This design comes from an exercise in tuning for small area, a short achievable clock period and few clock cycles on the open sky130 flow, not from production work. In this exercise RTL edits were held to simulation tests only and were not proved equivalent to the original. Power is estimated from default activity; no workload was simulated.

[flow/design.v]
`timescale 1ns/1ps
module tag_store_top (
  input  logic                   clk_i,
  input  logic                   rst_i,
  input  logic [(1 + 4 + $clog2(16) + 8 + 1)-1:0]   req_i,
  input  logic                   valid_i,
  output logic                   ready_o,
  input  logic [4-1:0]    lock_i,
  output logic [(4 + 2 + 8)-1:0]   res_o,
  output logic                   valid_o,
  input  logic                   ready_i
);
  localparam int QD = 4;    
  function automatic logic [3:0] victim_oh(input logic [3:0] elig,
                                           input logic [3:0] valid,
                                           input logic [1:0] ptr);
    logic [3:0] free, rot, r0, r1, r2, r3;
    free = elig & ~valid;
    r0 = elig[0] ? 4'b0001 : elig[1] ? 4'b0010 : elig[2] ? 4'b0100 : elig[3] ? 4'b1000 : 4'b0000;
    r1 = elig[1] ? 4'b0010 : elig[2] ? 4'b0100 : elig[3] ? 4'b1000 : elig[0] ? 4'b0001 : 4'b0000;
    r2 = elig[2] ? 4'b0100 : elig[3] ? 4'b1000 : elig[0] ? 4'b0001 : elig[1] ? 4'b0010 : 4'b0000;
    r3 = elig[3] ? 4'b1000 : elig[0] ? 4'b0001 : elig[1] ? 4'b0010 : elig[2] ? 4'b0100 : 4'b0000;
    case (ptr)
      2'd0:    rot = r0;
      2'd1:    rot = r1;
      2'd2:    rot = r2;
      default: rot = r3;
    endcase
    if (free[0])      victim_oh = 4'b0001;
    else if (free[1]) victim_oh = 4'b0010;
    else if (free[2]) victim_oh = 4'b0100;
    else if (free[3]) victim_oh = 4'b1000;
    else              victim_oh = rot;
  endfunction
  logic       rdy_q;
  logic [2:0] cnt_q;
  logic       accept;
  logic       pop;
  logic [2:0] cnt_next;
  assign accept   = valid_i & rdy_q;
  assign pop      = valid_o & ready_i;
  assign cnt_next = cnt_q + {2'b0, accept} - {2'b0, pop};
  always_ff @(posedge clk_i) begin
    if (rst_i) begin
      cnt_q <= '0;
      rdy_q <= 1'b1;
    end else begin
      cnt_q <= cnt_next;
      rdy_q <= cnt_next < 3'(QD);
    end
  end
  assign ready_o = rdy_q;
  logic        a_v;
  logic [17:0] a_req;
  logic [3:0]  a_lock;
  logic [15:0] a_sel;
  always_ff @(posedge clk_i) begin
    if (rst_i) a_v <= 1'b0;
    else       a_v <= accept;
    a_req  <= req_i;
    a_lock <= lock_i;
    for (int s = 0; s < 16; s++) a_sel[s] <= (req_i[12:9] == 4'(s));
  end
  logic [3:0] a_ind, a_idx, a_elig;
  logic [7:0] a_tag;
  assign a_ind  = a_req[16:13];
  assign a_idx  = a_req[12:9];
  assign a_tag  = a_req[8:1];
  assign a_elig = a_ind & ~a_lock;
  logic [3:0]  m_valid [16];
  logic [3:0]  m_dirty [16];
  logic [1:0]  m_ptr   [16];
  logic [7:0]  m_tag   [16][4];
  logic [3:0]  rd_valid, rd_dirty;
  logic [7:0]  rd_tag [4];
  logic [1:0]  rd_ptr;
  always_comb begin
    rd_valid = '0;
    rd_dirty = '0;
    rd_ptr   = '0;
    for (int w = 0; w < 4; w++) rd_tag[w] = '0;
    for (int s = 0; s < 16; s++) begin
      rd_valid = rd_valid | ({4{a_sel[s]}} & m_valid[s]);
      rd_dirty = rd_dirty | ({4{a_sel[s]}} & m_dirty[s]);
      rd_ptr   = rd_ptr   | ({2{a_sel[s]}} & m_ptr[s]);
      for (int w = 0; w < 4; w++) rd_tag[w] = rd_tag[w] | ({8{a_sel[s]}} & m_tag[s][w]);
    end
  end
  logic        b_v, b_flush, b_dirty, b_same, b_found;
  logic [3:0]  b_ind, b_idx;
  logic [7:0]  b_tag;
  logic [3:0]  b_hit0, b_vic0;
  logic        b_eqprev;
  logic [3:0]  hit0_n;
  logic [3:0]  b_vick [4];
  logic [3:0]  b_valid0, b_dirtyv;
  logic [1:0]  b_ptr;
  logic [7:0]  b_tags [4];
  logic        same_n, eq_prev;
  logic [3:0]  v0;
  assign same_n  = b_v && (b_idx == a_idx);
  assign eq_prev = (b_tag == a_tag);
  assign v0      = rd_valid & ~((same_n && b_flush) ? b_ind : 4'b0);
  always_comb begin
    for (int w = 0; w < 4; w++) begin
      hit0_n[w] = a_ind[w] & v0[w] & (rd_tag[w] == a_tag);
    end
  end
  always_ff @(posedge clk_i) begin
    if (rst_i) b_v <= 1'b0;
    else       b_v <= a_v;
    b_flush  <= a_req[17];
    b_ind    <= a_ind;
    b_idx    <= a_idx;
    b_tag    <= a_tag;
    b_dirty  <= a_req[0];
    b_same   <= same_n;
    b_found  <= |a_elig;
    b_hit0   <= hit0_n;
    b_eqprev <= eq_prev;
    for (int k = 0; k < 4; k++) b_tags[k] <= rd_tag[k];
    b_vic0   <= victim_oh(a_elig, v0, rd_ptr);
    for (int k = 0; k < 4; k++)
      b_vick[k] <= victim_oh(a_elig, rd_valid | (4'b0001 << k), 2'(k + 1));
    b_valid0 <= v0;
    b_dirtyv <= rd_dirty;
    b_ptr    <= rd_ptr;
  end
  logic [3:0]  w_valid, w_dirty, w_mod;
  logic [1:0]  w_ptr;
  logic [7:0]  w_tag;
  logic [3:0]  ms, hit, vic_oh, c_valid, c_dirty;
  logic [1:0]  c_ptr, vic;
  logic [7:0]  c_tag [4];
  logic        any_hit, hit_dirty;
  always_comb begin
    for (int w = 0; w < 4; w++) begin
      ms[w]    = b_same & w_mod[w];
      hit[w]   = ms[w] ? (b_ind[w] & b_eqprev) : b_hit0[w];
      c_tag[w] = ms[w] ? w_tag : b_tags[w];
    end
    any_hit = |hit;
    vic_oh  = b_vic0;
    if (|ms) begin
      vic_oh = '0;
      for (int k = 0; k < 4; k++) vic_oh = vic_oh | ({4{w_mod[k]}} & b_vick[k]);
    end
    c_valid = b_same ? w_valid : b_valid0;
    c_dirty = b_same ? w_dirty : b_dirtyv;
    c_ptr   = b_same ? w_ptr   : b_ptr;
    hit_dirty = (hit[0] & c_dirty[0]) |
                (~hit[0] & hit[1] & c_dirty[1]) |
                (~hit[0] & ~hit[1] & hit[2] & c_dirty[2]) |
                (~hit[0] & ~hit[1] & ~hit[2] & c_dirty[3]);
  end
  assign vic = {vic_oh[3] | vic_oh[2], vic_oh[3] | vic_oh[1]};
  logic        lookup, refill, dirty_upd;
  logic [3:0]  refill_oh, n_valid, n_dirty, sel_oh, ev_oh;
  logic [1:0]  n_ptr;
  logic [13:0] c_res;
  logic [7:0]  etag;
  assign lookup    = ~b_flush;
  assign refill    = lookup & ~any_hit & b_found;
  assign refill_oh = {4{refill}} & vic_oh;
  assign dirty_upd = lookup & any_hit & b_dirty & ~hit_dirty;
  always_comb begin
    if (b_flush)     n_valid = c_valid & ~b_ind;
    else             n_valid = c_valid | refill_oh;
    if (dirty_upd)   n_dirty = c_dirty | hit;
    else if (refill) n_dirty = (c_dirty & ~vic_oh) | (vic_oh & {4{b_dirty}});
    else             n_dirty = c_dirty;
    n_ptr = refill ? vic + 2'd1 : c_ptr;
  end
  logic [3:0]  fsoh;
  assign fsoh   = {b_ind[3] & ~|b_ind[2:0], b_ind[2] & ~|b_ind[1:0], b_ind[1] & ~b_ind[0], ~|b_ind[3:1] | b_ind[0]};
  assign sel_oh = b_flush ? fsoh : vic_oh;
  assign ev_oh  = sel_oh & c_valid;
  always_comb begin
    etag = '0;
    for (int w = 0; w < 4; w++) etag = etag | ({8{ev_oh[w]}} & c_tag[w]);
    c_res = '0;
    if (lookup && any_hit) begin
      c_res[13:10] = hit;
      c_res[9]     = 1'b1;
    end else if (b_flush || b_found) begin
      c_res[13:10] = b_flush ? b_ind : vic_oh;
      c_res[8]     = |(ev_oh & c_dirty);
      c_res[7:0]   = etag;
    end
  end
  always_ff @(posedge clk_i) begin
    w_valid <= n_valid;
    w_dirty <= n_dirty;
    w_ptr   <= n_ptr;
    w_mod   <= refill_oh;
    w_tag   <= b_tag;
  end
  always_ff @(posedge clk_i) begin
    for (int s = 0; s < 16; s++) begin
      if (rst_i || (b_v && (b_idx == 4'(s)))) begin
        m_valid[s] <= n_valid & {4{~rst_i}};
        m_ptr[s]   <= n_ptr & {2{~rst_i}};
      end
      if (b_v && (b_idx == 4'(s))) begin
        m_dirty[s] <= n_dirty;
        for (int w = 0; w < 4; w++)
          if (refill_oh[w]) m_tag[s][w] <= b_tag;
      end
    end
  end
  logic [13:0] q [QD];
  logic [2:0]  qn_q;
  logic        vo_q;
  logic [2:0]  qn_next;
  assign qn_next = qn_q + {2'b0, b_v} - {2'b0, pop};
  always_ff @(posedge clk_i) begin
    if (rst_i) begin
      qn_q <= '0;
      vo_q <= 1'b0;
    end else begin
      qn_q <= qn_next;
      vo_q <= qn_next != 3'd0;
    end
    for (int i = 0; i < QD; i++) begin
      if (rst_i && (i == 0)) begin
        q[i] <= '0;
      end else if (pop) begin
        if (b_v && (qn_q == 3'(i + 1))) q[i] <= c_res;
        else if (i < QD - 1)            q[i] <= q[(i + 1) % QD];
      end else if (b_v && (qn_q == 3'(i))) begin
        q[i] <= c_res;
      end
    end
  end
  assign valid_o = vo_q;
  assign res_o   = q[0];
endmodule
[flow/run.sh]
#!/bin/bash
# synth_recipe.tcl (not shown) runs the flow's synth.tcl, then flattens the netlist and writes it again
# the make line also repeats each setting of config.mk as NAME=value (left out here)
make -C /OpenROAD-flow-scripts/flow DESIGN_CONFIG=/design/flow/config.mk WORK_HOME=/design/flow/orfs CLKGATE_MAP_FILE= SYNTH_SCRIPT=/design/flow/synth_recipe.tcl finish
[flow/config.mk]
export PLATFORM = sky130hd
export DESIGN_NAME = tag_store_top
export DESIGN_NICKNAME = tag_store_top
export VERILOG_FILES = /design/flow/design.v
export SDC_FILE = /design/flow/constraint.sdc
export NUM_CORES = 4
export LEC_CHECK = 0
export ABC_CLOCK_PERIOD_IN_PS = 2500
export CAP_MARGIN = 20
export CORE_MARGIN = 2
export CORE_UTILIZATION = 40
export CTS_BUF_LIST = sky130_fd_sc_hd__clkbuf_16
export CTS_CLUSTER_DIAMETER = 80
export CTS_CLUSTER_SIZE = 25
export PLACE_DENSITY = 0.75
export SETUP_SLACK_MARGIN = 4.5
export SLEW_MARGIN = 20
[flow/constraint.sdc]
create_clock -name core_clock -period 7.0 [get_ports {clk_i}]
set_input_delay 1.4000 -clock core_clock [delete_from_list [all_inputs] [get_ports {clk_i}]]
set_output_delay 1.4000 -clock core_clock [all_outputs]
set_load 0.01 [all_outputs]
==> metrics.md, run 1 <==
| Metric | Value |
|---|---|
| Reg2Reg Setup Slack | 4.43 ns |
| Yosys cell types | 72 |
| Starting density of the core | 40.5% |
| Number of top-level design ports | 42 |
| Fraction of synthesized cell area in xor and xnor cells | 1.32% |
| Rel. slew slack | 38.7% |
| Warnings from Yosys | 10 |
| Capturing point of the worst reg2reg path | m_dirty[11][1] |
| Initial detailed-routing violation count | 3036 |
| Overall track demand over capacity in global routing | 21.0% |
| Utilization of the core after routing | 47.4% |
| Critical path arrival | 2.90 ns |
| Row count | 104 |
| Via density per instance | 6.36 |
| Area of the mapped netlist | 32600 sq um |
| Start point of the worst hold path | a_req[17] |
| Final worst-path cycle share | 36.8% |
| Core Footprint | 80500 sq um |
| Die W | 289 um |
| Outcome | finished clean |
| Setup TNS after final layout | 0 ns |
| Leak | 0.0127 uW |
| Combinational family with the most area after synthesis | compound AO/OA/AOI/OAI gates |
| IR Drop Worst-Case VDD | 0.166 mV |
| 1st-pass router iterations | 7 |
| Synthesized area divided by synthesized cell count | 15.3 sq um |
| CTS tree | built |
| Number of synthesized flops with an enable pin | 686 |
| Synthesis-stage register bit count | 885 |
| Power density over the cells | 268 nW/um^2 |
| Routability cong. | 0.899 |
| First-pass GRT wire length | 131000 um |
| Number of maximum-capacitance violations | 0 |
| Share of flip-flops with an asynchronous set or reset after synthesis | 0% |
| Clock Sink Count | 885 |
| Number of hold-slack violations in the final timing report | 0 |
| Worst setup SP type | flop |
| Overall via count from detail_route | 21100 |
| Share of cells above drive strength 1 | 20.1% |
| Number of cells traversed by the worst hold path | 0 |
| Worst hold-check path type | reg -> reg |
| Net count of the finished layout | 2267 |
| Area used by multi-input combinational logic | 8600 sq um |
| Number of input and output port buffers inserted | 41 |
| Vias in the first global route | 19600 |
| Post-synthesis adder-cell area fraction | 0.276% |
| Unrepaired setup endpoints after global routing | yes |
| DRC | 0 |
| Die boundary height | 289 um |
| Compound-Gate Fraction of Synth Area | 12.5% |
| Htree depth | 2 |
| Worst setup EP type | flop |
| Routed length per instance | 29.2 um |
| CTS Root Cell | sky130_fd_sc_hd__clkbuf_16 |
| Maximum clock path buffer count | 3 |
| Min Clock Period, post-route | 2.57 ns |
| Data required time of the critical path | 7.32 ns |
| Worst-path clk slew | 0.10 ns |
| FILL cells | 6396 |
| Worst min-delay path endpoint | b_flush |
| Final worst clock skew | 0.0308 ns |
| R2R Path Start | w_mod[0] |
| Number of max-slew violations in the final report | 0 |
| Area growth from synthesis to layout | 17.0% |
| Number of buffers added to fix hold violations after cts | 0 |
| HPWL after detailed placement | 54100 um |
| Overall routed net length | 97000 um |
| Inserted Clock Buffers | 43 |
| Latest clock arrival within the worst-skew pair | 0.62 ns |
| Proportion of synthesized area in mux cells | 1.73% |
| Area occupied by registers | 24700 sq um |
| Antenna cells | 0 |
| Number of nets produced by synthesis | 2161 |
| Die outline area | 83800 sq um |
| Initial antenna violation count | 0 |
| Fmax | 389 MHz |
| Largest net degree at the start of global routing | 67 |
| R2R cell count | 9 |
| Sequential cell area fraction in the yosys report | 75.4% |
| Worst Path Class, Setup | reg -> reg |
| Final ANT Viol Nets | 0 |
| Most used flip-flop cell after synthesis | sky130_fd_sc_hd__edfxtp_1 |
| Max Fanout on Critical Path | 14 |
| Simple-gate portion of the synthesized area | 6.83% |
| Number of endpoints failing setup at the final stage | 0 |
| Least-Margin Pin Slew | 0.917 ns |
| Cells after synthesis | 2129 |
| Global route overflow | 0 |
[Yosys cell counts (all sizes together) (27+ instances only)]
| cell | instances | area share (%) |
|---|---|---|
| nand4 | 41 | 0.79 |
| nand2b | 30 | 0.58 |
| dfxtp | 199 | 12 |
| buf | 54 | 0.81 |
| nand2 | 114 | 1.3 |
| mux2i | 53 | 1.6 |
| a221oi | 79 | 2.1 |
| o21ai | 37 | 0.57 |
| a22oi | 190 | 4.4 |
| nor2 | 131 | 1.6 |
| a22o | 79 | 2.1 |
| and3 | 27 | 0.52 |
| nand3 | 34 | 0.52 |
| xnor2 | 30 | 0.81 |
| edfxtp | 686 | 63 |
| clkbuf | 62 | 0.71 |
| a21oi | 55 | 0.87 |
| inv | 38 | 0.45 |
[stage by stage]
| step | hold WS [ns] | worst slack, ns | area (sq um) | std cells | power (uW) |
|---|---|---|---|---|---|
| global placement | 0.315 | 3.14 | 34200 | 3138 | 7220 |
| finish | 0.339 | 4.43 | 38100 | 3320 | 10200 |
| global route | 0.348 | 4.37 | 38100 | 3320 | 10500 |
| detailed placement | 0.316 | 3.08 | 34200 | 3138 | 7280 |
| floorplan | 0.310 | 3.93 | 32700 | 2129 | 6880 |
| CTS | 0.346 | 4.39 | 36700 | 3234 | 10100 |
[how the worst max path moves through the flow]
stage,from,end,slack (ns),cells after the start
2_1_floorplan,ready_i,vo_q,3.93,12
3_3_place_gp,ready_i,rdy_q,3.14,10
3_5_place_dp,ready_i,vo_q,3.08,11
4_1_cts,b_v,m_valid[7][0],4.39,4
5_1_grt,a_sel[0],b_vic0[0],4.37,8
6_report,w_mod[0],m_dirty[11][1],4.43,9
[cells in the final DEF (no fill, tap or decap), drive strengths merged, types with 19 or more instances in the layout]
cell type      instances
inv                   65
o221ai                19
nand4                 41
xnor2                 30
edfxtp               686
buf                  136
nand3                 34
o22ai                 22
and3                  28
nor2                 131
mux2i                 53
a22o                  79
nand2                116
clkdlybuf4s50         23
clkbuf                55
o21ai                 38
nand2b                30
xor2                  19
a21oi                 55
dfxtp                199
a22oi                190
a221oi                79
nor3                  26
[repair_timing]
action / in CTS / in global routing
gates resized for setup: 329 / 113
setup buffers: 23 / 71
setup endpoints to repair: 810 / 784
pin swaps: 23 / 32
gates cloned: 3 / 15
[power breakdown]
group | switching (uW) | internal (uW) | total, uW
Combinational | 720 | 511 | 1230
Sequential | 225 | 5990 | 6220
Clock | 1630 | 1150 | 2780
Total | 2580 | 7650 | 10200
[cells by family (layout without fill, tap and decap cells)]
logic type / count (synthesis) / count (layout)
XOR/XNOR: 49 / 49
AND/OR/NAND/NOR: 452 / 455
AO/OA/AOI/OAI: 526 / 527
multiplexers: 56 / 56
adder cells (fa/ha/maj): 6 / 6
buffers and inverters: 155 / 282
flip-flops: 885 / 885
[registers in the layout (all words and copies together) (netlist names), 4 cells and up]
name / count
a_lock: 4
b_hit0: 4
b_tag: 8
w_mod: 4
q: 56
b_idx: 4
m_valid: 64
b_vick: 16
b_ind: 4
w_valid: 4
m_dirty: 64
a_req: 18
b_dirtyv: 4
b_valid0: 4
b_tags: 32
w_dirty: 4
m_ptr: 32
m_tag: 512
a_sel: 16
w_tag: 8
b_vic0: 4
[worst max-delay path, stage by stage (launching register included)]
cell and delay [ns]:
sky130_fd_sc_hd__dfxtp_2 0.41, sky130_fd_sc_hd__o41ai_4 0.45, sky130_fd_sc_hd__buf_4 0.18, sky130_fd_sc_hd__a21oi_1 0.05, sky130_fd_sc_hd__a21oi_2 0.28, sky130_fd_sc_hd__nand2b_4 0.21
sky130_fd_sc_hd__buf_12 0.17, sky130_fd_sc_hd__inv_4 0.09, sky130_fd_sc_hd__o21ai_4 0.25, sky130_fd_sc_hd__o21ai_2 0.18
[area by class of cell]
class | count | share of cell area (%)
timing repair buffer | 172 | 5.52
multi-input combinational | 1093 | 22.5
tap | 1060 | 3.48
sequential | 885 | 64.7
clock inverter | 27 | 0.433
inverter | 39 | 0.433
clock buffer | 43 | 2.82
timing repair inverter | 1 | 0.0230
[metal layers]
| metal | GRT usage (%) | part of all wire (%) |
|---|---|---|
| met2 | 34.2 | 46 |
| met4 | 8.47 | 6.3 |
| met3 | 4.08 | 14 |
| met1 | 27.8 | 34 |
| met5 | 0 | 0 |
Testbench counts, summed over its fixed seeds: cycles 12,024.
==> run 2, diff against run 1 <==
--- a/flow/config.mk
+++ b/flow/config.mk
@@ -14,3 +14,3 @@
 export CTS_CLUSTER_SIZE = 25
-export PLACE_DENSITY = 0.75
+export PLACE_DENSITY = 0.65
 export SETUP_SLACK_MARGIN = 4.5
==> run 2 against run 1 <==
Hold slack worse by 0.0029 ns; final cell count is 1.4% lower; wire length hardly changed; clock skew is 0.0030 ns higher.
==> metrics.md, run 2 <==
| Metric | Value |
|---|---|
| Utilization of the core after routing | 46.7% (-0.67 points) |
| Worst Path Class, Setup | reg -> reg |
| Area used by multi-input combinational logic | 8510 sq um (-1.1%) |
| Rel. slew slack | 23.4% (-15 points) |
| Number of synthesized flops with an enable pin | 686 (unchanged) |
| Via density per instance | 6.15 (-3.2%) |
| Largest net degree at the start of global routing | 67 (unchanged) |
| Routability cong. | 0.888 (-1.2%) |
| CTS Root Cell | sky130_fd_sc_hd__clkbuf_16 |
| Net count of the finished layout | 2222 (-2.0%) |
| Clock Sink Count | 885 (unchanged) |
| Worst setup EP type | flop |
| Number of top-level design ports | 42 (unchanged) |
| Number of max-slew violations in the final report | 0 (unchanged) |
| Cells after synthesis | 2129 (unchanged) |
| Biggest register | m_tag |
| Proportion of synthesized area in mux cells | 1.73% (unchanged) |
| Final worst-path cycle share | 38.5% (+1.7 points) |
| Least-Margin Pin Slew | 1.15 ns (+0.230 ns) |
| Routed length per instance | 29.6 um (+1.4%) |
| Final ANT Viol Nets | 0 (unchanged) |
| Final worst clock skew | 0.0338 ns (+0.00296 ns) |
| DRC | 0 (unchanged) |
| Latest clock arrival within the worst-skew pair | 0.63 ns (about the same) |
| Worst Setup Slack, final | 4.31 ns (-0.121 ns) |
| Post-synthesis adder-cell area fraction | 0.276% (unchanged) |
| Fmax | 371 MHz (-4.5%) |
| Area occupied by registers | 24700 sq um (unchanged) |
| Setup TNS after final layout | 0 ns (unchanged) |
| Top post-synthesis cells by area | sky130_fd_sc_hd__edfxtp_1 (63%), sky130_fd_sc_hd__dfxtp_1 (12%), sky130_fd_sc_hd__a22oi_1 (4.4%) |
| Simple-gate portion of the synthesized area | 6.83% (unchanged) |
| Critical path arrival | 2.98 ns (+0.08 ns) |
| Row count | 104 (unchanged) |
| Number of buffers added to fix hold violations after cts | 0 (unchanged) |
| Htree depth | 2 (unchanged) |
| HPWL after detailed placement | 55300 um (+2.2%) |
| Share of cells above drive strength 1 | 18.2% (-2.0 points) |
| Most common library cell in the layout ignoring fill and taps | sky130_fd_sc_hd__edfxtp_1 |
| Min Clock Period, post-route | 2.69 ns (+0.121 ns) |
| Area growth from synthesis to layout | 15.3% |
| Outcome | finished clean |
| CTS tree | built |
| Power density over the cells | 270 nW/um^2 (+0.49%) |
| Area of the mapped netlist | 32600 sq um (unchanged) |
| Max Fanout on Critical Path | 11 (-3) |
| Flip-flop count of the largest register, all copies and words added | 512 (unchanged) |
| Worst-path clk slew | 0.10 ns (about the same) |
| Inserted Clock Buffers | 42 (-2.3%) |
| Post-synthesis cell type with the largest combined area | sky130_fd_sc_hd__edfxtp_1 |
| Most common cell in the netlist | sky130_fd_sc_hd__edfxtp_1 |
| Number of maximum-capacitance violations | 0 (unchanged) |
| Yosys cell types | 72 (unchanged) |
| Number of nets produced by synthesis | 2161 (unchanged) |
| Sequential cell area fraction in the yosys report | 75.4% (unchanged) |
| Top Registers | m_tag x512, m_dirty x64, m_valid x64 |
| IR Drop Worst-Case VDD | 0.173 mV (+4.7%) |
| Unrepaired setup endpoints after global routing | yes |
| First-pass GRT wire length | 133000 um (+1.6%) |
| Die outline area | 83800 sq um (unchanged) |
| Starting density of the core | 40.5% (unchanged) |
| Number of hold-slack violations in the final timing report | 0 (unchanged) |
| Overall routed net length | 97000 um (about the same) |
| Worst path max stage delay | 0.79 ns (+0.34 ns) |
| Antenna cells | 0 (unchanged) |
| Core Footprint | 80500 sq um (unchanged) |
| Data required time of the critical path | 7.28 ns (-0.04 ns) |
| Most used standard cells in the synthesized netlist | sky130_fd_sc_hd__edfxtp_1 (686), sky130_fd_sc_hd__dfxtp_1 (199), sky130_fd_sc_hd__a22oi_1 (190), sky130_fd_sc_hd__nor2_1 (123), sky130_fd_sc_hd__nand2_1 (112) |
| Synthesis-stage register bit count | 885 (unchanged) |
| Number of endpoints failing setup at the final stage | 0 (unchanged) |
| Overall track demand over capacity in global routing | 21.7% (+0.62 points) |
| Vias in the first global route | 19300 (-1.5%) |
| Worst hold-check path type | reg -> reg |
| Most used flip-flop cell after synthesis | sky130_fd_sc_hd__edfxtp_1 |
| Initial detailed-routing violation count | 2673 (-12%) |
| 1st-pass router iterations | 5 (-2) |
| Warnings from Yosys | 10 (unchanged) |
| Die W | 289 um (unchanged) |
| Hold Worst Slack | 0.337 ns (-0.00294 ns) |
| Synthesized area divided by synthesized cell count | 15.3 sq um (unchanged) |
| Die boundary height | 289 um (unchanged) |
| FILL cells | 6705 (+4.8%) |
| Overall via count from detail_route | 20100 (-4.6%) |
| Compound-Gate Fraction of Synth Area | 12.5% (unchanged) |
| Critical Path Slowest Stage Cell | sky130_fd_sc_hd__nand3_1 |
| Initial antenna violation count | 0 (unchanged) |
| Share of flip-flops with an asynchronous set or reset after synthesis | 0% (unchanged) |
| Top cell type's share of synthesized area | 63.2% (unchanged) |
| Most frequent cells in the layout | sky130_fd_sc_hd__edfxtp_1 (686), sky130_fd_sc_hd__a22oi_1 (169), sky130_fd_sc_hd__dfxtp_1 (152), sky130_fd_sc_hd__nand2_1 (107), sky130_fd_sc_hd__a22o_1 (79) |
| Pre-CTS WS | 3.15 ns (+0.0743 ns) |
| Maximum clock path buffer count | 3 (unchanged) |
| Global route overflow | 0 (unchanged) |
| Worst setup SP type | flop |
| Number of input and output port buffers inserted | 41 (unchanged) |
| Leak | 0.0124 uW (-1.9%) |
| Fraction of synthesized cell area in xor and xnor cells | 1.32% (unchanged) |
| Combinational family with the most area after synthesis | compound AO/OA/AOI/OAI gates |
| Cell Chain, Critical Path | buf_4 > nor3b_1 > nand3_1 > nor2_4 |
==> run 2: cell types whose count changed in the layout (fill, tap and decap cells not counted), sizes merged <==
cell,change
o21ai,-1
clkinvlp,+1
clkinv,+2
and3,-1
buf,-43
inv,-4
==> run 2: through the flow <==
| step | total power (uW) | cell area [sq um] | instances |
|---|---|---|---|
| global placement | 7240 | 34200 | 3138 |
| detailed placement | 7280 | 34200 | 3138 |
| CTS | 10000 | 36600 | 3237 |
| floorplan | 6880 | 32700 | 2129 |
| finish | 10100 | 37600 | 3274 |
| global route | 10400 | 37600 | 3274 |
==> run 2: layout make-up <==
cell class                 count  share of cell area, %
clock inverter                26                  0.389
timing repair buffer         130                   4.51
sequential                   885                   65.7
inverter                      39                  0.449
tap                         1060                   3.53
clock buffer                  42                   2.80
timing repair inverter         1                 0.0233
multi-input combinational   1091                   22.6
==> run 2: logic make-up (layout without fill, tap and decap cells) <==
family	Yosys count	in the layout
AO/OA/AOI/OAI	526	526
XOR/XNOR	49	49
adder cells (fa/ha/maj)	6	6
buffers and inverters	155	238
flip-flops	885	885
multiplexers	56	56
AND/OR/NAND/NOR	452	454
==> run 2: per-layer routing <==
layer | vias to the layer above | track usage, % | wire [um]
met5 | - | 0 | 0
met4 | 0 | 6.48 | 3270
met2 | 1229 | 36.2 | 47100
met3 | 172 | 3.23 | 10000
li1 | 8495 | - | -
met1 | 10200 | 29.3 | 36600
==> run 2: final timing paths <==
| check | startpoint | end | slack (ns) | cells past startpoint |
|---|---|---|---|---|
| setup / recovery | b_v | m_tag[24][3] | 4.31 | 4 |
| hold reg to reg | a_req[17] | b_flush | 0.34 | 0 |
| hold / removal | a_req[17] | b_flush | 0.34 | 0 |
| setup reg to reg | b_v | m_tag[24][3] | 4.31 | 4 |
==> run 2: what timing repair did <==
item | 4_1_cts | 5_1_grt
endpoints found under the setup margin | 775 | 471
resized for setup | 306 | 121
pin swaps | 28 | 20
gates cloned | 3 | 11
setup buffers | 28 | 26
==> run 2: power by group <==
group	leakage [uW]	internal [uW]	switching, uW
Sequential	0.00800	5990	212
Clock	0.000649	1120	1630
Combinational	0.00380	478	702
==> run 2: worst max-delay path: cells and delay by family (launching register included) <==
kind | cells | cell delay, ns
flops | 1 | 0.32
simple gates | 3 | 1.83
buf+inv | 1 | 0.21
==> run 3, diff against run 2 <==
--- a/flow/config.mk
+++ b/flow/config.mk
@@ -10,3 +10,3 @@
 export CORE_MARGIN = 2
-export CORE_UTILIZATION = 40
+export CORE_UTILIZATION = 45
 export CTS_BUF_LIST = sky130_fd_sc_hd__clkbuf_16
@@ -14,3 +14,3 @@
 export CTS_CLUSTER_SIZE = 25
-export PLACE_DENSITY = 0.65
+export PLACE_DENSITY = 0.7
 export SETUP_SLACK_MARGIN = 4.5
==> run 3 against run 2 <==
Area after synthesis did not move; sequential power barely moved; cell area rose by 0.52%; sequential share of layout area fell by 0.39 points; final cell count fell by 2.4%; via count rose by 1.8%; clock-buffer cell count rose by 1; register-to-register slack improved by 0.16 ns; critical endpoint is now m_dirty[9][0]; largest power group unchanged; highest routed layer unchanged.
==> metrics.md, run 3 <==
| Metric | Value |
|---|---|
| Number of maximum-capacitance violations | 0 (unchanged) |
| Least-Margin Pin Slew | 0.914 ns (-0.233 ns) |
| Synthesis-stage register bit count | 885 (unchanged) |
| Internal cell power | 7650 uW (+0.75%) |
| Data required time of the critical path | 7.37 ns (+0.09 ns) |
| Inserted Clock Buffers | 43 (+2.4%) |
| Simple-gate portion of the synthesized area | 6.83% (unchanged) |
| Share of flip-flops with an asynchronous set or reset after synthesis | 0% (unchanged) |
| 1st-pass router iterations | 6 (+1) |
| Part of the total power dissipated in the clock network | 27.5% (+0.4 points) |
| Routed length per instance | 29.1 um (-1.6%) |
| Design area | 37800 sq um (+0.52%) |
| Die W | 273 um (-5.6%) |
| DRC | 0 (unchanged) |
| Number of buffers added to fix hold violations after cts | 0 (unchanged) |
| Final worst-path cycle share | 36.2% (-2.3 points) |
| Outcome | finished clean |
| Cells after synthesis | 2129 (unchanged) |
| Number of top-level design ports | 42 (unchanged) |
| Start point of the worst hold path | a_req[0] |
| Power density over the cells | 270 nW/um^2 (+0.27%) |
| Top post-synthesis cells by area | sky130_fd_sc_hd__edfxtp_1 (63%), sky130_fd_sc_hd__dfxtp_1 (12%), sky130_fd_sc_hd__a22oi_1 (4.4%) |
| Die outline area | 74600 sq um (-11%) |
| Overall track demand over capacity in global routing | 24.4% (+2.7 points) |
| Global route overflow | 0 (unchanged) |
| Reg2Reg Setup Slack | 4.47 ns (+0.16 ns) |
| Post-synthesis cell type with the largest combined area | sky130_fd_sc_hd__edfxtp_1 |
| Most common library cell in the layout ignoring fill and taps | sky130_fd_sc_hd__edfxtp_1 |
| Antenna cells | 0 (unchanged) |
| R2R Path Start | w_mod[0] |
| Number of max-slew violations in the final report | 0 (unchanged) |
| Final worst clock skew | 0.0295 ns (-0.00432 ns) |
| Number of input and output port buffers inserted | 41 (unchanged) |
| Core Footprint | 71600 sq um (-11%) |
| Worst setup EP type | flop |
| Share of cells above drive strength 1 | 19.8% (+1.7 points) |
| R2R cell count | 9 (+5) |
| Area of the mapped netlist | 32600 sq um (unchanged) |
| Overall routed net length | 93100 um (-4.0%) |
| Worst-path clk slew | 0.10 ns (about the same) |
| FILL cells | 5661 (-16%) |
| Capturing point of the worst reg2reg path | m_dirty[9][0] |
| Die boundary height | 273 um (-5.6%) |
| Sequential cell area fraction in the yosys report | 75.4% (unchanged) |
| Synthesized area divided by synthesized cell count | 15.3 sq um (unchanged) |
| Maximum clock path buffer count | 3 (unchanged) |
| Worst setup SP type | flop |
| First-pass GRT wire length | 134000 um (+1.0%) |
| Pre-CTS WS | 3.13 ns (-0.0220 ns) |
| Placed cell areas | 34100 sq um (-0.31%) |
| Post-synthesis adder-cell area fraction | 0.276% (unchanged) |
| Latest clock arrival within the worst-skew pair | 0.63 ns (about the same) |
| Row count | 98 (-5.8%) |
| Buffers & Inverters on Critical Path | 3 (+2) |
| Starting density of the core | 45.5% (+5.1 points) |
| Setup TNS after final layout | 0 ns (unchanged) |
| Number of endpoints failing setup at the final stage | 0 (unchanged) |
| Top cell type's share of synthesized area | 63.2% (unchanged) |
| Top Registers | m_tag x512, m_dirty x64, m_valid x64 |
| Routability cong. | 0.884 (-0.39%) |
| Overall via count from detail_route | 20500 (+1.8%) |
| Worst Setup Slack, final | 4.47 ns (+0.160 ns) |
| Max Fanout on Critical Path | 17 (+6) |
| Fmax | 394 MHz (+6.3%) |
| Largest net degree at the start of global routing | 67 (unchanged) |
| Area growth from synthesis to layout | 15.9% |
| Combinational fraction of design power | 11.7% (about the same) |
| Fraction of synthesized cell area in xor and xnor cells | 1.32% (unchanged) |
| Biggest register | m_tag |
| Clock Sink Count | 885 (unchanged) |
| Sw power | 2570 uW (+0.91%) |
| Number of cells traversed by the worst hold path | 0 (unchanged) |
| Most used flip-flop cell after synthesis | sky130_fd_sc_hd__edfxtp_1 |
| Compound-Gate Fraction of Synth Area | 12.5% (unchanged) |
| Rel. slew slack | 39.0% (+16 points) |
| Most used standard cells in the synthesized netlist | sky130_fd_sc_hd__edfxtp_1 (686), sky130_fd_sc_hd__dfxtp_1 (199), sky130_fd_sc_hd__a22oi_1 (190), sky130_fd_sc_hd__nor2_1 (123), sky130_fd_sc_hd__nand2_1 (112) |
| Worst path max stage delay | 0.48 ns (-0.31 ns) |
| Initial antenna violation count | 0 (unchanged) |
| Most common cell in the netlist | sky130_fd_sc_hd__edfxtp_1 |
| Number of hold-slack violations in the final timing report | 0 (unchanged) |
| Warnings from Yosys | 10 (unchanged) |
| Via density per instance | 6.42 (+4.4%) |
| Htree depth | 2 (unchanged) |
| IR Drop Worst-Case VDD | 0.184 mV (+6.3%) |
| CTS tree | built |
| Unrepaired setup endpoints after global routing | yes |
| Yosys cell types | 72 (unchanged) |
| Leak | 0.0126 uW (+1.5%) |
| Number of nets produced by synthesis | 2161 (unchanged) |
| Worst Path Class, Setup | reg -> reg |
| Beginning of the critical path | w_mod[0] |
| Proportion of synthesized area in mux cells | 1.73% (unchanged) |
| Worst min-delay path endpoint | b_dirty |
| Number of synthesized flops with an enable pin | 686 (unchanged) |
| Most frequent cells in the layout | sky130_fd_sc_hd__edfxtp_1 (686), sky130_fd_sc_hd__a22oi_1 (178), sky130_fd_sc_hd__dfxtp_1 (152), sky130_fd_sc_hd__nand2_1 (101), sky130_fd_sc_hd__a22o_1 (79) |
| Cell Chain, Critical Path | o41ai_4 > buf_4 > a21oi_1 > o21ai_4 > buf_12 > o21ai_0 > nand2_1 > o21ai_4 > buf_12 |
| CTS Root Cell | sky130_fd_sc_hd__clkbuf_16 |
| Initial detailed-routing violation count | 2886 (+8.0%) |
| HPWL after detailed placement | 54100 um (-2.3%) |
| Min Clock Period, post-route | 2.53 ns (-0.160 ns) |
| Delay-heaviest family, CP | compound AO/OA/AOI/OAI gates |
| Final ANT Viol Nets | 0 (unchanged) |
| Flip-flop count of the largest register, all copies and words added | 512 (unchanged) |
| Total design power | 10200 uW (+0.79%) |
| Critical path arrival | 2.90 ns (-0.08 ns) |
| Critical Path Slowest Stage Cell | sky130_fd_sc_hd__o41ai_4 |
| Part of the total power dissipated in sequential elements | 60.8% (-0.4 points) |
| Worst hold-check path type | reg -> reg |
| Vias in the first global route | 19700 (+2.4%) |
| Net count of the finished layout | 2252 (+1.4%) |
| Combinational family with the most area after synthesis | compound AO/OA/AOI/OAI gates |
| Switching power share of the total | 25.2% (+0.029 points) |
run 3: per-stage QoR:
stage               hold slack (ns)  instances  util [%]
finish                        0.309       3194      52.8
global route                  0.332       3194      52.8
CTS                           0.308       3145      51.7
detailed placement            0.316       3028      47.6
global placement              0.318       3026      47.5
floorplan                     0.310       2129         -
run 3: kinds of logic (layout without fill, tap and decap cells):
| family | count (synthesis) | count (layout) |
|---|---|---|
| xor gates and xnor gates | 49 | 49 |
| muxes | 56 | 56 |
| DFF | 885 | 885 |
| AOI/OAI and AO/OA | 526 | 526 |
| and+or+nand+nor | 452 | 456 |
| adders and majority gates | 6 | 6 |
| buffers and inverters | 155 | 266 |
run 3: layout make-up:
cell class / instances / area, sq um / area share, %
clock buffer: 43 / 1080 / 2.85
clock inverter: 26 / 174 / 0.460
inverter: 39 / 168 / 0.444
multi-input combinational: 1093 / 8560 / 22.6
sequential: 885 / 24700 / 65.3
tap: 950 / 1190 / 3.14
timing repair buffer: 157 / 1950 / 5.15
timing repair inverter: 1 / 8.76 / 0.0232
run 3: layer usage:
| layer | part of all wire (%) | global-route usage [%] |
|---|---|---|
| met3 | 11 | 4.99 |
| met5 | 0 | 0 |
| met4 | 4.7 | 9.94 |
| met2 | 47 | 39.5 |
| met1 | 37 | 32.2 |
run 3: power by group through the flow:
stage	Sequential [uW]	Combinational (uW)	Clock [uW]
2_1_floorplan	6230	647	0
3_3_place_gp	6310	915	0
3_5_place_dp	6320	949	0
4_1_cts	6210	1100	2810
5_1_grt	6240	1280	2990
6_report	6210	1200	2810
run 3: how the worst max path moves through the flow:
stage / to / slack [ns] / depth (start not counted)
2_1_floorplan: vo_q / 3.93 / 12
3_3_place_gp: rdy_q / 3.19 / 10
3_5_place_dp: vo_q / 3.13 / 11
4_1_cts: m_valid[2][1] / 4.26 / 3
5_1_grt: q[0][0] / 4.39 / 8
6_report: m_dirty[9][0] / 4.47 / 9
run 3: timing repair:
action,4_1_cts,5_1_grt
pin swaps,36,33
buffers inserted,39,48
endpoints found under the setup margin,786,619
resized for setup,336,79
gates cloned,9,1
==> run 4, diff against run 3 <==
--- a/flow/config.mk
+++ b/flow/config.mk
@@ -10,3 +10,3 @@
 export CORE_MARGIN = 2
-export CORE_UTILIZATION = 45
+export CORE_UTILIZATION = 40
 export CTS_BUF_LIST = sky130_fd_sc_hd__clkbuf_16
@@ -15,3 +15,3 @@
 export PLACE_DENSITY = 0.7
-export SETUP_SLACK_MARGIN = 4.5
+export SETUP_SLACK_MARGIN = 4.55
 export SLEW_MARGIN = 20
==> run 4 against run 3 <==
Total power is 1.6% higher; synthesized cell count unchanged; clock skew up 0.018 ns; combinational power up about 10%; final cell count rose by 5.1%; largest cell class unchanged; global-route usage decreased by 2.5 points; wire length rose by 3.8%; via count increased by 2.2%; largest power group unchanged.
==> metrics.md, run 4 <==
| Metric | Value |
|---|---|
| Die boundary height | 289 um (+6.0%) |
| CTS tree | built |
| Number of hold-slack violations in the final timing report | 0 (unchanged) |
| Rel. slew slack | 37.7% (-1.4 points) |
| Final ANT Viol Nets | 0 (unchanged) |
| Utilization of the core after routing | 48.5% (-4.3 points) |
| Largest net degree at the start of global routing | 67 (unchanged) |
| Combinational family with the most area after synthesis | compound AO/OA/AOI/OAI gates |
| Cells after synthesis | 2129 (unchanged) |
| Maximum clock path buffer count | 3 (unchanged) |
| Row count | 104 (+6.1%) |
| Grt met1 use | 28.5% (-3.8 points) |
| Post-synthesis adder-cell area fraction | 0.276% (unchanged) |
| Data required time of the critical path | 7.38 ns (about the same) |
| Starting density of the core | 40.5% (-5.1 points) |
| Antenna cells | 0 (unchanged) |
| Inserted Clock Buffers | 43 (unchanged) |
| Global-route layer with the greatest usage | met2 |
| Most common cell in the netlist | sky130_fd_sc_hd__edfxtp_1 |
| Top Registers | m_tag x512, m_dirty x64, m_valid x64 |
| Number of input and output port buffers inserted | 41 (unchanged) |
| Worst setup SP type | flop |
| Number of buffers added to fix hold violations after cts | 0 (unchanged) |
| Biggest register | m_tag |
| Initial detailed-routing violation count | 2762 (-4.3%) |
| Core Footprint | 80500 sq um (+12%) |
| Min Clock Period, post-route | 2.57 ns (+0.0365 ns) |
| R2R Path Start | w_mod[0] |
| Synthesized area divided by synthesized cell count | 15.3 sq um (unchanged) |
| Worst Path Class, Setup | reg -> reg |
| Met3 Track Usage GR | 4.85% (-0.14 points) |
| Number of top-level design ports | 42 (unchanged) |
| Simple-gate portion of the synthesized area | 6.83% (unchanged) |
| Area of the mapped netlist | 32600 sq um (unchanged) |
| Start point of the worst hold path | a_req[17] |
| Clock Sink Count | 885 (unchanged) |
| Max Fanout on Critical Path | 9 (-8) |
| Die outline area | 83800 sq um (+12%) |
| Top post-synthesis cells by area | sky130_fd_sc_hd__edfxtp_1 (63%), sky130_fd_sc_hd__dfxtp_1 (12%), sky130_fd_sc_hd__a22oi_1 (4.4%) |
| Global route overflow | 0 (unchanged) |
| Net count of the finished layout | 2301 (+2.2%) |
| Design area | 39100 sq um (+3.4%) |
| Most common library cell in the layout ignoring fill and taps | sky130_fd_sc_hd__edfxtp_1 |
| Number of endpoints failing setup at the final stage | 0 (unchanged) |
| HPWL after detailed placement | 53800 um (-0.44%) |
| Sequential cell area fraction in the yosys report | 75.4% (unchanged) |
| Top cell type's share of synthesized area | 63.2% (unchanged) |
| Most used standard cells in the synthesized netlist | sky130_fd_sc_hd__edfxtp_1 (686), sky130_fd_sc_hd__dfxtp_1 (199), sky130_fd_sc_hd__a22oi_1 (190), sky130_fd_sc_hd__nor2_1 (123), sky130_fd_sc_hd__nand2_1 (112) |
| Final worst-path cycle share | 36.7% (+0.52 points) |
| Hold Worst Slack | 0.346 ns (+0.0375 ns) |
| Number of synthesized flops with an enable pin | 686 (unchanged) |
| CTS Root Cell | sky130_fd_sc_hd__clkbuf_16 |
| Die W | 289 um (+6.0%) |
| Htree depth | 2 (unchanged) |
| Total design power | 10400 uW (+1.6%) |
| Least-Margin Pin Slew | 0.933 ns (+0.0184 ns) |
| Warnings from Yosys | 10 (unchanged) |
| Reg2Reg Setup Slack | 4.43 ns (-0.04 ns) |
| Number of maximum-capacitance violations | 0 (unchanged) |
| Routed length per instance | 28.8 um (-1.2%) |
| Vias in the first global route | 20000 (+1.4%) |
| Beginning of the critical path | w_mod[0] |
| Post-synthesis cell type with the largest combined area | sky130_fd_sc_hd__edfxtp_1 |
| Number of nets produced by synthesis | 2161 (unchanged) |
| Area occupied by registers | 24700 sq um (about the same) |
| IR Drop Worst-Case VDD | 0.198 mV (+7.4%) |
| Outcome | finished clean |
| Placed cell areas | 34300 sq um (+0.50%) |
| Power density over the cells | 266 nW/um^2 (-1.7%) |
| Critical path arrival | 2.95 ns (+0.05 ns) |
| Final worst clock skew | 0.0478 ns (+0.0183 ns) |
| Latest clock arrival within the worst-skew pair | 0.63 ns (about the same) |
| Leak | 0.0131 uW (+3.6%) |
| Share of flip-flops with an asynchronous set or reset after synthesis | 0% (unchanged) |
| Initial antenna violation count | 1 (+1) |
| Overall routed net length | 96600 um (+3.8%) |
| Area used by multi-input combinational logic | 8660 sq um (+1.2%) |
| DRC | 0 (unchanged) |
| Met2 usage in global routing | 35.8% (-3.7 points) |
| Flip-flop count of the largest register, all copies and words added | 512 (unchanged) |
| Worst-path clk slew | 0.10 ns (about the same) |
| Compound-Gate Fraction of Synth Area | 12.5% (unchanged) |
| Area growth from synthesis to layout | 19.9% |
| Synthesis-stage register bit count | 885 (unchanged) |
| FILL cells | 6399 (+13%) |
| Share of cells above drive strength 1 | 21.6% (+1.8 points) |
| Setup TNS after final layout | 0 ns (unchanged) |
| Most used flip-flop cell after synthesis | sky130_fd_sc_hd__edfxtp_1 |
| Most frequent cells in the layout | sky130_fd_sc_hd__edfxtp_1 (686), sky130_fd_sc_hd__a22oi_1 (173), sky130_fd_sc_hd__dfxtp_1 (152), sky130_fd_sc_hd__nand2_1 (104), sky130_fd_sc_hd__a22o_1 (79) |
| Proportion of synthesized area in mux cells | 1.73% (unchanged) |
| Worst hold-check path type | reg -> reg |
| First-pass GRT wire length | 135000 um (+0.37%) |
| Worst setup EP type | flop |
| Unrepaired setup endpoints after global routing | yes |
| Routability cong. | 0.879 (-0.59%) |
| Overall via count from detail_route | 20900 (+2.2%) |
| Number of max-slew violations in the final report | 0 (unchanged) |
| Fraction of synthesized cell area in xor and xnor cells | 1.32% (unchanged) |
| Yosys cell types | 72 (unchanged) |
| Via density per instance | 6.24 (-2.8%) |
| Fmax | 389 MHz (-1.4%) |
| Overall track demand over capacity in global routing | 21.9% (-2.5 points) |
| 1st-pass router iterations | 5 (-1) |
==> run 4: cell counts after synthesis <==
Identical to the previous run, type by type.
==> run 4: power breakdown <==
part           internal [uW]  switching [uW]  total [uW]
Sequential              5990             211        6210
Combinational            567             752        1320
Clock                   1210            1650        2860
==> run 4: final cells by class <==
class / instances / area share, %
clock inverters: 28 / 0.490
flip-flops and latches: 885 / 63.1
well taps: 1060 / 3.39
multi-input cells: 1093 / 22.2
clock buffers: 44 / 2.82
repair buffers: 206 / 7.49
repair inverters: 1 / 0.0224
inverters: 39 / 0.480
==> run 4: kinds of logic (layout without fill, tap and decap cells) <==
family          count (synthesis)  in the layout
flops                         885            885
compound gates                526            527
simple gates                  452            455
buf+inv                       155            318
mux                            56             56
xor+xnor                       49             49
fa+ha+maj                       6              6
==> run 4: timing repair <==
action / in CTS / in global routing
gates cloned: 11 / 8
setup buffers: 79 / 48
setup endpoints to repair: 804 / 650
resized for setup: 369 / 77
pin swaps: 59 / 53
==> run 4: critical path, cell delays in order (launching register included) <==
cell and delay, ns:
sky130_fd_sc_hd__dfxtp_2 0.48, sky130_fd_sc_hd__a21boi_1 0.16, sky130_fd_sc_hd__nor4b_2 0.45, sky130_fd_sc_hd__and3_4 0.32, sky130_fd_sc_hd__buf_12 0.13, sky130_fd_sc_hd__nand2_8 0.09, sky130_fd_sc_hd__buf_16 0.18, sky130_fd_sc_hd__clkinv_8 0.05
sky130_fd_sc_hd__o221ai_4 0.16, sky130_fd_sc_hd__buf_6 0.18, sky130_fd_sc_hd__buf_12 0.12
==> run 4: worst paths after layout <==
| kind | cells after the start | to |
|---|---|---|
| max | 10 | m_dirty[0][2] |
| min reg2reg | 0 | b_flush |
| max reg2reg | 10 | m_dirty[0][2] |
| min | 0 | b_flush |
==> run 4: through the flow <==
| stage | setup WS [ns] | instances |
|---|---|---|
| global route | 4.39 | 3356 |
| finish | 4.43 | 3356 |
| floorplan | 3.93 | 2129 |
| global placement | 3.19 | 3138 |
| CTS | 4.49 | 3300 |
| detailed placement | 3.15 | 3138 |
==> run 4: metal layers <==
layer,up-vias,share of wire [%]
li1,8656,-
met1,10600,36
met2,1421,48
met3,216,12
met4,2,3.7
met5,-,0.0083
==> run 5, diff against run 4 <==
--- a/flow/config.mk
+++ b/flow/config.mk
@@ -15,3 +15,3 @@
 export PLACE_DENSITY = 0.7
-export SETUP_SLACK_MARGIN = 4.55
+export SETUP_SLACK_MARGIN = 4.45
 export SLEW_MARGIN = 20
==> run 5 against run 4 <==
Final cell count down 2.5%; still clean on timing, DRC and antenna; via count down 3.8%; first-iteration DRC count fell by 0.47%.
==> metrics.md, run 5 <==
| Metric | Value |
|---|---|
| Final ANT Viol Nets | 0 (unchanged) |
| Least-Margin Pin Slew | 0.976 ns (+0.0434 ns) |
| Number of endpoints failing setup at the final stage | 0 (unchanged) |
| CTS tree | built |
| Area used by multi-input combinational logic | 8400 sq um (-3.1%) |
| Design area | 37200 sq um (-4.9%) |
| Reg2Reg Setup Slack | 4.49 ns (+0.06 ns) |
| Placed cell areas | 34100 sq um (-0.44%) |
| Top Registers | m_tag x512, m_dirty x64, m_valid x64 |
| Htree depth | 2 (unchanged) |
| Cells after synthesis | 2129 (unchanged) |
| Min Clock Period, post-route | 2.51 ns (-0.0573 ns) |
| Worst setup SP type | flop |
| Worst hold-check path type | reg -> reg |
| Die W | 289 um (unchanged) |
| Yosys cell types | 72 (unchanged) |
| Net count of the finished layout | 2220 (-3.5%) |
| Number of maximum-capacitance violations | 0 (unchanged) |
| Highest metal layer with signal wires | met4 |
| Area growth from synthesis to layout | 14.0% |
| Beginning of the critical path | a_sel[14] |
| Biggest register | m_tag |
| Antenna cells | 0 (unchanged) |
| Number of max-slew violations in the final report | 0 (unchanged) |
| Fmax | 398 MHz (+2.3%) |
| Top post-synthesis cells by area | sky130_fd_sc_hd__edfxtp_1 (63%), sky130_fd_sc_hd__dfxtp_1 (12%), sky130_fd_sc_hd__a22oi_1 (4.4%) |
| Area occupied by registers | 24700 sq um (about the same) |
| HPWL after detailed placement | 55400 um (+2.9%) |
| Overall routed net length | 91400 um (-5.4%) |
| Leak | 0.0123 uW (-6.1%) |
| Overall via count from detail_route | 20100 (-3.8%) |
| Latest clock arrival within the worst-skew pair | 0.62 ns (about the same) |
| 1st-pass router iterations | 8 (+3) |
| Largest net degree at the start of global routing | 67 (unchanged) |
| Number of input and output port buffers inserted | 41 (unchanged) |
| Initial detailed-routing violation count | 2749 (-0.47%) |
| Capturing point of the worst reg2reg path | b_vic0[0] |
| Outcome | finished clean |
| Overall track demand over capacity in global routing | 21.4% (-0.45 points) |
| CTS Root Cell | sky130_fd_sc_hd__clkbuf_16 |
| Share of flip-flops with an asynchronous set or reset after synthesis | 0% (unchanged) |
| Row count | 104 (unchanged) |
| Via density per instance | 6.16 (-1.4%) |
| Flip-flop count of the largest register, all copies and words added | 512 (unchanged) |
| Clock Sink Count | 885 (unchanged) |
| Most frequent cells in the layout | sky130_fd_sc_hd__edfxtp_1 (686), sky130_fd_sc_hd__a22oi_1 (175), sky130_fd_sc_hd__dfxtp_1 (154), sky130_fd_sc_hd__nand2_1 (106), sky130_fd_sc_hd__a22o_1 (79) |
| Max Fanout on Critical Path | 42 (+33) |
| Routability cong. | 0.911 (+3.6%) |
| Start point of the worst hold path | a_req[17] |
| Met1 wire length | 34200 um (-2.8%) |
| Sequential cell area fraction in the yosys report | 75.4% (unchanged) |
| DRC | 0 (unchanged) |
| Top cell type's share of synthesized area | 63.2% (unchanged) |
| Global route overflow | 0 (unchanged) |
| First-pass GRT wire length | 132000 um (-1.6%) |
| Number of top-level design ports | 42 (unchanged) |
| R2R Path Start | a_sel[14] |
| Number of synthesized flops with an enable pin | 686 (unchanged) |
| Unrepaired setup endpoints after global routing | yes |
| Area of the mapped netlist | 32600 sq um (unchanged) |
| IR Drop Worst-Case VDD | 0.167 mV (-16%) |
| WL met2 | 43300 um (-7.2%) |
| Initial antenna violation count | 1 (unchanged) |
| Post-synthesis cell type with the largest combined area | sky130_fd_sc_hd__edfxtp_1 |
| Most used standard cells in the synthesized netlist | sky130_fd_sc_hd__edfxtp_1 (686), sky130_fd_sc_hd__dfxtp_1 (199), sky130_fd_sc_hd__a22oi_1 (190), sky130_fd_sc_hd__nor2_1 (123), sky130_fd_sc_hd__nand2_1 (112) |
| Setup TNS after final layout | 0 ns (unchanged) |
| Worst Path Class, Setup | reg -> reg |
| Maximum clock path buffer count | 3 (unchanged) |
| Most used flip-flop cell after synthesis | sky130_fd_sc_hd__edfxtp_1 |
| Hold Worst Slack | 0.344 ns (-0.00272 ns) |
| Worst setup EP type | flop |
| FILL cells | 6671 (+4.3%) |
| Die boundary height | 289 um (unchanged) |
| Die outline area | 83800 sq um (unchanged) |
| Share of cells above drive strength 1 | 17.5% (-4.1 points) |
| Starting density of the core | 40.5% (unchanged) |
| Critical path arrival | 3.01 ns (+0.06 ns) |
| Most common library cell in the layout ignoring fill and taps | sky130_fd_sc_hd__edfxtp_1 |
| Vias in the first global route | 19500 (-2.6%) |
| Synthesis-stage register bit count | 885 (unchanged) |
| Warnings from Yosys | 10 (unchanged) |
| Number of nets produced by synthesis | 2161 (unchanged) |
| R2R cell count | 8 (-2) |
| Final worst clock skew | 0.0325 ns (-0.0152 ns) |
| Final worst-path cycle share | 35.9% (-0.82 points) |
| Rel. slew slack | 34.9% (-2.7 points) |
| Last element of the critical path | b_vic0[0] |
| Worst-path clk slew | 0.09 ns (about the same) |
| Total design power | 10100 uW (-3.0%) |
| Power density over the cells | 271 nW/um^2 (+2.0%) |
| Routed length per instance | 27.9 um (-2.9%) |
| Core Footprint | 80500 sq um (unchanged) |
| Data required time of the critical path | 7.50 ns (+0.12 ns) |
| Most common cell in the netlist | sky130_fd_sc_hd__edfxtp_1 |
| Inserted Clock Buffers | 42 (-2.3%) |
| Number of hold-slack violations in the final timing report | 0 (unchanged) |
| Routed wire length on met3 | 10200 um (-8.5%) |
| Synthesized area divided by synthesized cell count | 15.3 sq um (unchanged) |
run 5: changes by cell type in the layout (fill, tap and decap cells not counted), moves of 9 or more:
| cell | before | now |
|---|---|---|
| sky130_fd_sc_hd__buf_12 | 75 | 23 |
| sky130_fd_sc_hd__buf_6 | 24 | 2 |
| sky130_fd_sc_hd__buf_2 | 0 | 16 |
| sky130_fd_sc_hd__buf_4 | 65 | 55 |
| sky130_fd_sc_hd__clkbuf_16 | 52 | 43 |
| sky130_fd_sc_hd__nor2_2 | 9 | 18 |
| sky130_fd_sc_hd__nor2_4 | 70 | 61 |
run 5: per-stage QoR:
stage / cells / utilization (%) / setup WS [ns]
after floorplan: 2129 / - / 3.93
after global placement: 3136 / 42.3 / 3.19
after detailed placement: 3136 / 42.3 / 3.09
after CTS: 3239 / 45.5 / 4.43
after global routing: 3271 / 46.1 / 4.38
final: 3271 / 46.1 / 4.49
run 5: per-layer routing:
metal	vias up	GRT usage [%]
met5	-	0
met4	0	8.72
met3	194	3.97
met2	1361	34.5
met1	10100	28.7
li1	8484	-
run 5: layout make-up:
type                       count  area share, %
clock buffer                  43           2.90
clock inverter                24          0.397
inverter                      39          0.451
multi-input combinational   1091           22.6
sequential                   885           66.4
tap                         1060           3.57
timing repair buffer         128           3.64
timing repair inverter         1         0.0236
run 5: critical path, stage by stage (launching register included):
cell and delay (ns):
sky130_fd_sc_hd__dfxtp_2 0.33, sky130_fd_sc_hd__buf_8 0.22, sky130_fd_sc_hd__a22oi_1 0.23, sky130_fd_sc_hd__nand2_1 0.10, sky130_fd_sc_hd__nor3_2 0.34, sky130_fd_sc_hd__clkinv_1 0.33, sky130_fd_sc_hd__a2bb2oi_1 0.45, sky130_fd_sc_hd__a21oi_1 0.13
sky130_fd_sc_hd__o41ai_1 0.25
run 5: worst min path at each step:
stage / to / depth (start not counted)
detailed placement: b_flush / 0
global route: b_flush / 0
global placement: b_flush / 0
finish: b_flush / 0
CTS: b_flush / 0
floorplan: b_dirty / 0
run 5: report_power, final:
| group | internal (uW) | switching [uW] |
|---|---|---|
| sequential | 5990 | 213 |
| clock | 1140 | 1610 |
| combinational | 445 | 676 |
run 5: cells by family after synthesis:
group / after synthesis / share of synthesized area (%)
DFF: 885 / 75.4
AOI/OAI and AO/OA: 526 / 12.5
and+or+nand+nor: 452 / 6.83
buffers and inverters: 155 / 1.98
muxes: 56 / 1.73
xor gates and xnor gates: 49 / 1.32
adders and majority gates: 6 / 0.276
run 5: timing repair:
item | 4_1_cts | 5_1_grt
hold buffers | 0 | 0
buffers inserted | 32 | 32
pin swaps | 25 | 23
resized for setup | 338 | 49
gates cloned | 4 | 0
setup endpoints to repair | 790 | 677
==> run 6, diff against run 5 <==
--- a/flow/config.mk
+++ b/flow/config.mk
@@ -12,6 +12,6 @@
 export CTS_BUF_LIST = sky130_fd_sc_hd__clkbuf_16
-export CTS_CLUSTER_DIAMETER = 80
-export CTS_CLUSTER_SIZE = 25
+export CTS_CLUSTER_DIAMETER = 70
+export CTS_CLUSTER_SIZE = 28
 export PLACE_DENSITY = 0.7
-export SETUP_SLACK_MARGIN = 4.45
+export SETUP_SLACK_MARGIN = 4.5
 export SLEW_MARGIN = 20
==> run 6 against run 5 <==
Register-to-register slack hardly changed; setup slack worse by 0.0067 ns; critical endpoint is now m_dirty[4][0]; flip-flop and latch count stayed put; clock power is 5% higher; still clean on timing, DRC and antenna; largest power group unchanged; combinational power is 4% higher.
==> metrics.md, run 6 <==
| Metric | Value |
|---|---|
| Outcome | finished clean |
| Synthesis-stage register bit count | 885 (unchanged) |
| Most used flip-flop cell after synthesis | sky130_fd_sc_hd__edfxtp_1 |
| Synthesized area divided by synthesized cell count | 15.3 sq um (unchanged) |
| Most used standard cells in the synthesized netlist | sky130_fd_sc_hd__edfxtp_1 (686), sky130_fd_sc_hd__dfxtp_1 (199), sky130_fd_sc_hd__a22oi_1 (190), sky130_fd_sc_hd__nor2_1 (123), sky130_fd_sc_hd__nand2_1 (112) |
| Flip-flop count of the largest register, all copies and words added | 512 (unchanged) |
| Rel. slew slack | 34.0% (-0.91 points) |
| Max Fanout on Critical Path | 21 (-50%) |
| Worst setup SP type | flop |
| DRC | 0 (unchanged) |
| Number of hold-slack violations in the final timing report | 0 (unchanged) |
| Yosys cell types | 72 (unchanged) |
| Top Registers | m_tag x512, m_dirty x64, m_valid x64 |
| Sequential cell area fraction in the yosys report | 75.4% (unchanged) |
| Unrepaired setup endpoints after global routing | yes |
| Biggest register | m_tag |
| Routability cong. | 0.878 (-3.6%) |
| First-pass GRT wire length | 132000 um (-0.35%) |
| Least-Margin Pin Slew | 0.987 ns (+0.0113 ns) |
| Via density per instance | 6.20 (+0.80%) |
| FILL cells | 6589 (-1.2%) |
| Fmax | 397 MHz (-0.27%) |
| Number of top-level design ports | 42 (unchanged) |
| Initial antenna violation count | 0 (-1) |
| Area growth from synthesis to layout | 16.5% |
| Number of input and output port buffers inserted | 41 (unchanged) |
| Total design power | 10200 uW (+1.7%) |
| Area of the mapped netlist | 32600 sq um (unchanged) |
| Setup TNS after final layout | 0 ns (unchanged) |
| Overall routed net length | 96900 um (+6.0%) |
| CTS tree | built |
| Routed length per instance | 29.3 um (+4.9%) |
| Number of buffers added to fix hold violations after cts | 0 (unchanged) |
| Warnings from Yosys | 10 (unchanged) |
| Final worst clock skew | 0.0439 ns (+0.0114 ns) |
| Leak | 0.0126 uW (+2.6%) |
| Net count of the finished layout | 2247 (+1.2%) |
| Core Footprint | 80500 sq um (unchanged) |
| Number of max-slew violations in the final report | 0 (unchanged) |
| Inserted Clock Buffers | 42 (unchanged) |
| 1st-pass router iterations | 5 (-3) |
| Largest net degree at the start of global routing | 67 (unchanged) |
| Overall via count from detail_route | 20500 (+1.9%) |
| Die boundary height | 289 um (unchanged) |
| Most common cell in the netlist | sky130_fd_sc_hd__edfxtp_1 |
| Maximum clock path buffer count | 3 (unchanged) |
| Die W | 289 um (unchanged) |
| Power density over the cells | 270 nW/um^2 (-0.51%) |
| Most common library cell in the layout ignoring fill and taps | sky130_fd_sc_hd__edfxtp_1 |
| Combinational fraction of design power | 11.4% (+0.3 points) |
| Final worst-path cycle share | 36.0% (+0.096 points) |
| Vias in the first global route | 19500 (+0.32%) |
| Post-synthesis cell type with the largest combined area | sky130_fd_sc_hd__edfxtp_1 |
| Number of endpoints failing setup at the final stage | 0 (unchanged) |
| Critical path arrival | 2.89 ns (-0.12 ns) |
| Starting density of the core | 40.5% (unchanged) |
| Worst Path Class, Setup | reg -> reg |
| Row count | 104 (unchanged) |
| Clock Sink Count | 885 (unchanged) |
| Min Clock Period, post-route | 2.52 ns (+0.00674 ns) |
| Part of the total power dissipated in sequential elements | 60.5% (-1.1 points) |
| Internal cell power | 7640 uW (+0.80%) |
| Data required time of the critical path | 7.37 ns (-0.13 ns) |
| Worst-path clk slew | 0.10 ns (about the same) |
| Most frequent cells in the layout | sky130_fd_sc_hd__edfxtp_1 (686), sky130_fd_sc_hd__a22oi_1 (173), sky130_fd_sc_hd__dfxtp_1 (153), sky130_fd_sc_hd__nand2_1 (103), sky130_fd_sc_hd__a22o_1 (79) |
| Top post-synthesis cells by area | sky130_fd_sc_hd__edfxtp_1 (63%), sky130_fd_sc_hd__dfxtp_1 (12%), sky130_fd_sc_hd__a22oi_1 (4.4%) |
| Part of the total power dissipated in the clock network | 28.0% (+0.8 points) |
| Worst hold-check path type | reg -> reg |
| IR Drop Worst-Case VDD | 0.173 mV (+3.7%) |
| Top cell type's share of synthesized area | 63.2% (unchanged) |
| Latest clock arrival within the worst-skew pair | 0.64 ns (+0.02 ns) |
| Htree depth | 2 (unchanged) |
| Worst setup EP type | flop |
| Number of maximum-capacitance violations | 0 (unchanged) |
| CTS Root Cell | sky130_fd_sc_hd__clkbuf_16 |
| Share of flip-flops with an asynchronous set or reset after synthesis | 0% (unchanged) |
| Cells after synthesis | 2129 (unchanged) |
| Final ANT Viol Nets | 0 (unchanged) |
| Die outline area | 83800 sq um (unchanged) |
| Number of nets produced by synthesis | 2161 (unchanged) |
| HPWL after detailed placement | 54500 um (-1.5%) |
| Share of cells above drive strength 1 | 20.0% (+2.4 points) |
| Initial detailed-routing violation count | 2778 (+1.1%) |
| Overall track demand over capacity in global routing | 21.4% (-0.057 points) |
| Sw power | 2610 uW (+4.5%) |
| Switching power share of the total | 25.4% (+0.68 points) |
| Number of synthesized flops with an enable pin | 686 (unchanged) |
| Global route overflow | 0 (unchanged) |
-- run 6: final timing paths --
path,from,endpoint,slack (ns),cells after the start
hold reg to reg,a_req[17],b_flush,0.34,0
hold / removal,a_req[17],b_flush,0.34,0
setup reg to reg,w_mod[3],m_dirty[4][0],4.48,10
setup / recovery,w_mod[3],m_dirty[4][0],4.48,10
-- run 6: kinds of logic (layout without fill, tap and decap cells) --
family / Yosys count / in the layout / synth area share, %
AO/OA/AOI/OAI: 526 / 527 / 12.5
XOR/XNOR: 49 / 49 / 1.32
adder cells (fa/ha/maj): 6 / 6 / 0.276
buffers and inverters: 155 / 267 / 1.98
flip-flops: 885 / 885 / 75.4
multiplexers: 56 / 56 / 1.73
other: 0 / 1 / 0
AND/OR/NAND/NOR: 452 / 455 / 6.83
-- run 6: power groups by stage --
stage	Combinational, uW	Clock (uW)	Sequential (uW)
floorplan	647	0	6230
global placement	919	0	6310
detailed placement	947	0	6330
CTS	1050	2880	6200
global route	1260	3050	6240
finish	1170	2870	6200
-- run 6: per-layer routing --
metal  global-route usage (%)  routed length (um)  vias up
met5                        0                   0        -
met4                     7.29                4380        0
met3                     3.69               11300      227
met2                     35.6               46300     1371
met1                     28.3               34900    10300
li1                         -                   -     8569
-- run 6: layout make-up --
class | count | area (sq um) | share of cell area (%)
flip-flops and latches | 885 | 24700 | 65.0
clock inverters | 31 | 258 | 0.678
inverters | 39 | 166 | 0.438
clock buffers | 43 | 1080 | 2.83
multi-input cells | 1093 | 8510 | 22.4
diodes | 1 | 2.50 | 0.00659
repair inverters | 1 | 8.76 | 0.0231
repair buffers | 153 | 1940 | 5.12
well taps | 1060 | 1330 | 3.49
-- run 6: worst max-delay path, stage by stage, from the launching register on --
cell                      delay [ns]
sky130_fd_sc_hd__dfxtp_2        0.41
sky130_fd_sc_hd__o41ai_4        0.45
sky130_fd_sc_hd__buf_4          0.18
sky130_fd_sc_hd__buf_4          0.10
sky130_fd_sc_hd__a21oi_1        0.07
sky130_fd_sc_hd__o21ai_1        0.27
sky130_fd_sc_hd__buf_12         0.28
sky130_fd_sc_hd__o21ai_0        0.14
sky130_fd_sc_hd__nand2_1        0.13
sky130_fd_sc_hd__o21ai_4        0.07
sky130_fd_sc_hd__buf_12         0.15
-- run 6: repair_timing --
item / 4_1_cts / 5_1_grt
setup endpoints to repair: 797 / 807
cloned: 4 / 12
endpoints found under the hold margin: 0 / 0
pin swaps: 24 / 42
setup buffers: 29 / 49
resized for setup: 311 / 109
-- run 6: per-stage QoR --
stage	hold slack, ns	worst slack (ns)	instance area [sq um]	utilization (%)	instances
2_1_floorplan	0.310	3.93	32700	-	2129
3_3_place_gp	0.312	3.20	34200	42.4	3137
3_5_place_dp	0.316	3.15	34200	42.5	3137
4_1_cts	0.339	4.43	36700	45.6	3244
5_1_grt	0.342	4.37	38000	47.2	3305
6_report	0.335	4.48	38000	47.2	3306

[afterwards: timing with drivers on the ports]
Ports are ideal in the flow. The routed layouts listed here were re-timed in OpenROAD. Step 1: set_driving_cell puts a clkbuf_16 on clk_i and a buf_2 on each other input, an assumption about the parent block. Step 2 times the ports against the registers' clock, not the clock port: input delays grow and output delays shrink by t, the midpoint of the rising clock arrivals with the driver on. Slacks: ideal ports / drivers / drivers and shift; pairs: ideal ports / drivers.
run	t, ns	setup WS [ns]	worst register clock-pin slew, ns	worst data-port slew with drivers (ns)	cell pins on the clock port's net
run 1	0.658	4.426 / 4.426 / 3.895	0.10 / 0.10	0.06	1
run 2	0.671	4.305 / 4.305 / 3.887	0.10 / 0.10	0.06	1
run 3	0.668	4.465 / 4.460 / 3.852	0.11 / 0.11	0.04	1
run 4	0.663	4.429 / 4.429 / 3.917	0.11 / 0.11	0.06	1
run 5	0.659	4.486 / 4.456 / 3.871	0.10 / 0.10	0.06	1
run 6	0.683	4.479 / 4.463 / 3.875	0.11 / 0.11	0.07	1
After both steps setup and hold are still met in every run listed. For run 5, which loses most, drivers alone change the setup slack by -0.030 ns; drivers and shift together by -0.615 ns.
